This is an optimization exercise on Yosys and OpenROAD, whose aim is small area, a short achievable clock period and few clock cycles per item, not a production implementation.

Setup of main:
==> flow/design.v <==
module proc_core_param #(
    parameter int DATA_W = 16,
    parameter int NREG   = 16,
    parameter int PC_W   = 8
) (
    input  logic                    clk,
    input  logic                    rst,
    input  logic                    run,
    output logic [PC_W-1:0]         imem_addr,
    input  logic [DATA_W-1:0]       imem_data,
    input  logic [$clog2(NREG)-1:0] dbg_sel,
    output logic [DATA_W-1:0]       dbg_data,
    output logic                    done,
    output logic                    halted,
    output logic                    zero_flag,
    output logic                    carry_flag,
    output logic                    illegal
);
    localparam int RA_W = $clog2(NREG);
    localparam logic [3:0] OP_NOP  = 4'd0;
    localparam logic [3:0] OP_LDI  = 4'd1;
    localparam logic [3:0] OP_MOV  = 4'd2;
    localparam logic [3:0] OP_ADD  = 4'd3;
    localparam logic [3:0] OP_SUB  = 4'd4;
    localparam logic [3:0] OP_JZ   = 4'd5;
    localparam logic [3:0] OP_HALT = 4'd6;
    logic [PC_W-1:0]              fa;
    logic                         dv;
    logic                         ir_v;
    logic [3:0]                   ir_op;
    logic [RA_W-1:0]              ir_rx;
    logic [DATA_W-1:0]            opa, opb, opa_d, opb_d;
    logic                         ir_tk;
    logic [NREG-1:0][DATA_W-1:0]  regs;
    logic [3:0]                   d_op;
    logic [RA_W-1:0]              d_rx, d_ry;
    logic                         two_word, ex, first, d_halt, taken, go, we;
    logic [DATA_W-1:0]            wdata;
    logic [DATA_W:0]              s;
    logic                         sub;
    assign d_op     = imem_data[DATA_W-1 -: 4];
    assign d_rx     = imem_data[DATA_W-5 -: RA_W];
    assign d_ry     = imem_data[DATA_W-5-RA_W -: RA_W];
    assign two_word = (ir_op == OP_LDI) || (ir_op == OP_JZ);
    assign ex       = ir_v && (!two_word || dv);
    assign first    = dv && !(ir_v && two_word);
    assign d_halt   = first && (d_op == OP_HALT);
    assign go       = run && !halted;
    assign we       = ex && (ir_op == OP_LDI || ir_op == OP_MOV || ir_op == OP_ADD || ir_op == OP_SUB);
    assign taken     = ir_v && dv && ir_tk;
    assign imem_addr = taken ? imem_data[PC_W-1:0] : fa;
    logic [DATA_W-1:0] bx, ag, ap, cg, cp;
    assign sub = (ir_op == OP_SUB);
    always_comb begin
        bx = opb ^ {DATA_W{sub}};
        ag = opa & bx;
        ap = opa ^ bx;
        cg = ag;
        cp = ap;
        cg[0] = ag[0] | (ap[0] & sub);
        for (int d = 1; d < DATA_W; d = d * 2)
            for (int i = DATA_W - 1; i >= d; i--) begin
                cg[i] = cg[i] | (cp[i] & cg[i-d]);
                cp[i] = cp[i] & cp[i-d];
            end
    end
    assign s     = {cg[DATA_W-1], ap ^ {cg[DATA_W-2:0], sub}};
    assign wdata = (ir_op == OP_LDI) ? imem_data : (ir_op == OP_MOV) ? opb : s[DATA_W-1:0];
    logic [NREG-1:0]  dbg_oh, a_oh, b_oh;
    logic [DATA_W-1:0] rd_a, rd_b;
    assign dbg_oh = {{(NREG-1){1'b0}}, 1'b1} << dbg_sel;
    assign a_oh   = {{(NREG-1){1'b0}}, 1'b1} << d_rx;
    assign b_oh   = {{(NREG-1){1'b0}}, 1'b1} << d_ry;
    proc_core_param_rdmux #(.N(NREG), .W(DATA_W)) u_rd_dbg (.oh(dbg_oh), .r(regs), .q(dbg_data));
    proc_core_param_rdmux #(.N(NREG), .W(DATA_W)) u_rd_a   (.oh(a_oh),   .r(regs), .q(rd_a));
    proc_core_param_rdmux #(.N(NREG), .W(DATA_W)) u_rd_b   (.oh(b_oh),   .r(regs), .q(rd_b));
    always_ff @(posedge clk or posedge rst) begin
        if (rst) begin
            fa    <= '0;
            dv    <= 1'b0;
            ir_v  <= 1'b0;
            ir_op <= '0;
            ir_rx <= '0;
            ir_tk <= 1'b0;
        end else if (go) begin
            dv <= 1'b1;
            fa <= imem_addr + 1'b1;
            if (first) begin
                ir_v  <= !d_halt;
                ir_op <= d_op;
                ir_rx <= d_rx;
                ir_tk <= (d_op == OP_JZ) && (opa_d == '0);
            end else if (ex) begin
                ir_v <= 1'b0;
            end
        end else begin
            dv <= 1'b0;
            fa <= fa - {{(PC_W-1){1'b0}}, dv};
        end
    end
    assign opa_d = (we && ir_rx == d_rx) ? wdata : rd_a;
    assign opb_d = (we && ir_rx == d_ry) ? wdata : rd_b;
    always_ff @(posedge clk) begin
        if (go && first) begin
            opa <= opa_d;
            opb <= opb_d;
        end
    end
    logic [NREG-1:0]              nwrow;
    logic [NREG-1:0][DATA_W-1:0]  regs_d;
    logic [DATA_W-1:0]            wdata_n;
    assign nwrow   = ~((go && we) ? ({{(NREG-1){1'b0}}, 1'b1} << ir_rx) : '0);
    assign wdata_n = ~wdata;
    always_comb
        for (int i = 0; i < NREG; i++)
            regs_d[i] = ~((wdata_n | {DATA_W{nwrow[i]}}) & ~(regs[i] & {DATA_W{nwrow[i]}}));
    always_ff @(posedge clk or posedge rst) begin
        if (rst) regs <= '0;
        else     regs <= regs_d;
    end
    always_ff @(posedge clk or posedge rst) begin
        if (rst) begin
            done       <= 1'b0;
            halted     <= 1'b0;
            zero_flag  <= 1'b0;
            carry_flag <= 1'b0;
            illegal    <= 1'b0;
        end else begin
            done <= go && ex;
            if (go) begin
                if (d_halt) halted <= 1'b1;
                if (ex) begin
                    case (ir_op)
                        OP_NOP, OP_LDI, OP_MOV, OP_JZ: ;
                        OP_ADD, OP_SUB: begin
                            zero_flag  <= (s[DATA_W-1:0] == '0);
                            carry_flag <= s[DATA_W] ^ sub;
                        end
                        default: illegal <= 1'b1;
                    endcase
                end
            end
        end
    end
endmodule
module proc_core_param_rdmux #(
    parameter int N = 16,
    parameter int W = 16
) (
    input  logic [N-1:0]   oh,
    input  logic [N*W-1:0] r,
    output logic [W-1:0]   q
);
    always_comb begin
        q = '0;
        for (int i = 0; i < N; i++) q = q | (r[i*W +: W] & {W{oh[i]}});
    end
endmodule
clock: 6.0 ns
lec_check: 0
cap_margin: 20
core_margin: 2
core_utilization: 50
setup_slack_margin: 2.0
slew_margin: 20
synth_hierarchical: 1
synth_minimum_keep_size: 0
run.sh (not shown) runs the stock make flow with config.mk's settings and CLKGATE_MAP_FILE= SYNTH_SCRIPT=/design/flow/synth_recipe.tcl, a recipe that flattens the netlist after the stock synthesis.
[inputs] the feature branch vs main
--- a/flow/design.v
+++ b/flow/design.v
@@ -29,8 +29,7 @@
     logic                         ir_v;
     logic [3:0]                   ir_op;
     logic [RA_W-1:0]              ir_rx;
-    logic [DATA_W-1:0]            opa, opb, opa_d, opb_d;
-    logic                         ir_tk;
+    logic [DATA_W-1:0]            opa, opb;
     logic [NREG-1:0][DATA_W-1:0]  regs;
     logic [3:0]                   d_op;
     logic [RA_W-1:0]              d_rx, d_ry;
@@ -47,7 +46,7 @@
     assign d_halt   = first && (d_op == OP_HALT);
     assign go       = run && !halted;
     assign we       = ex && (ir_op == OP_LDI || ir_op == OP_MOV || ir_op == OP_ADD || ir_op == OP_SUB);
-    assign taken     = ir_v && dv && ir_tk;
+    assign taken     = ir_v && dv && (ir_op == OP_JZ) && (opa == '0);
     assign imem_addr = taken ? imem_data[PC_W-1:0] : fa;
     logic [DATA_W-1:0] bx, ag, ap, cg, cp;
     assign sub = (ir_op == OP_SUB);
@@ -81,7 +80,6 @@
             ir_v  <= 1'b0;
             ir_op <= '0;
             ir_rx <= '0;
-            ir_tk <= 1'b0;
         end else if (go) begin
             dv <= 1'b1;
             fa <= imem_addr + 1'b1;
@@ -89,7 +87,6 @@
                 ir_v  <= !d_halt;
                 ir_op <= d_op;
                 ir_rx <= d_rx;
-                ir_tk <= (d_op == OP_JZ) && (opa_d == '0);
             end else if (ex) begin
                 ir_v <= 1'b0;
             end
@@ -98,28 +95,15 @@
             fa <= fa - {{(PC_W-1){1'b0}}, dv};
         end
     end
-    assign opa_d = (we && ir_rx == d_rx) ? wdata : rd_a;
-    assign opb_d = (we && ir_rx == d_ry) ? wdata : rd_b;
     always_ff @(posedge clk) begin
         if (go && first) begin
-            opa <= opa_d;
-            opb <= opb_d;
+            opa <= (we && ir_rx == d_rx) ? wdata : rd_a;
+            opb <= (we && ir_rx == d_ry) ? wdata : rd_b;
         end
-    end
-    logic [NREG-1:0]              nwrow;
-    logic [NREG-1:0][DATA_W-1:0]  regs_d;
-    logic [DATA_W-1:0]            wdata_n;
-    assign nwrow   = ~((go && we) ? ({{(NREG-1){1'b0}}, 1'b1} << ir_rx) : '0);
-    assign wdata_n = ~wdata;
-    always_comb
-        for (int i = 0; i < NREG; i++)
-            regs_d[i] = ~((wdata_n | {DATA_W{nwrow[i]}}) & ~(regs[i] & {DATA_W{nwrow[i]}}));
-    always_ff @(posedge clk or posedge rst) begin
-        if (rst) regs <= '0;
-        else     regs <= regs_d;
     end
     always_ff @(posedge clk or posedge rst) begin
         if (rst) begin
+            regs       <= '0;
             done       <= 1'b0;
             halted     <= 1'b0;
             zero_flag  <= 1'b0;
@@ -129,6 +113,7 @@
             done <= go && ex;
             if (go) begin
                 if (d_halt) halted <= 1'b1;
+                if (we) regs[ir_rx] <= wdata;
                 if (ex) begin
                     case (ir_op)
                         OP_NOP, OP_LDI, OP_MOV, OP_JZ: ;
### Flow results
The feature branch was carried through to the last stage, and its layout satisfied the timing, design-rule and antenna checks.
Going from main to the feature branch, total clock sinks shrank slightly.
main → the feature branch: netlist area before placement climbed about 3.5%, flip-flop and latch count went down about 0.32%, number of vias per cell went up 0.23, total of fill cells in the finished design shrank by about 0.9%.
Summary of the feature branch over main: count of clock-buffer cells in the layout rose by 3; count of placed standard cells including taps decreased 7.8%.
Run comparison: the feature branch most common library cell in the layout ignoring fill and taps sky130_fd_sc_hd__dfrtp_1; main most common library cell in the layout ignoring fill and taps sky130_fd_sc_hd__nand2_1
The sequential share of cell area of the feature branch is lower than that of main.
Changes observed in the feature branch relative to main: post-route core utilization up 0.69 points, minimum clock period down 0.038 ns, post-placement setup slack up 0.055 ns.
No run of this note included a check of the RTL's function; only the layout flow was run.

## afterwards: timing with drivers on the ports
The flow's constraints put no driver on any port. The routed layouts listed below were extracted and timed again, unchanged, in two steps. Step 1 (the two cells are an assumption about what drives the block):
set clk [get_ports {clk}]
set_driving_cell -lib_cell sky130_fd_sc_hd__clkbuf_16 $clk
set_driving_cell -lib_cell sky130_fd_sc_hd__buf_2 [delete_from_list [all_inputs] $clk]
Step 2 moves the port delays by t, midway between the first and last clock arrival at a register: inputs arrive t later, outputs are due t later. That takes back most of the time a late clock gives input paths. a / b / c = no drivers / after step 1 / after step 2; a / b = the first two.
run | t (ns) | slack for setup (ns) | clock arrival spread, ns | worst register clock-pin slew, ns
main | 0.609 | 1.876 / 1.894 / 1.284 | 0.023 / 0.023 | 0.06 / 0.06
the feature branch | 0.609 | 1.914 / 1.905 / 1.334 | 0.033 / 0.033 | 0.06 / 0.06
After both steps setup and hold are still met in every run listed. The setup slack of main, which loses most, moves by +0.018 ns with the drivers and by -0.592 ns with both steps.
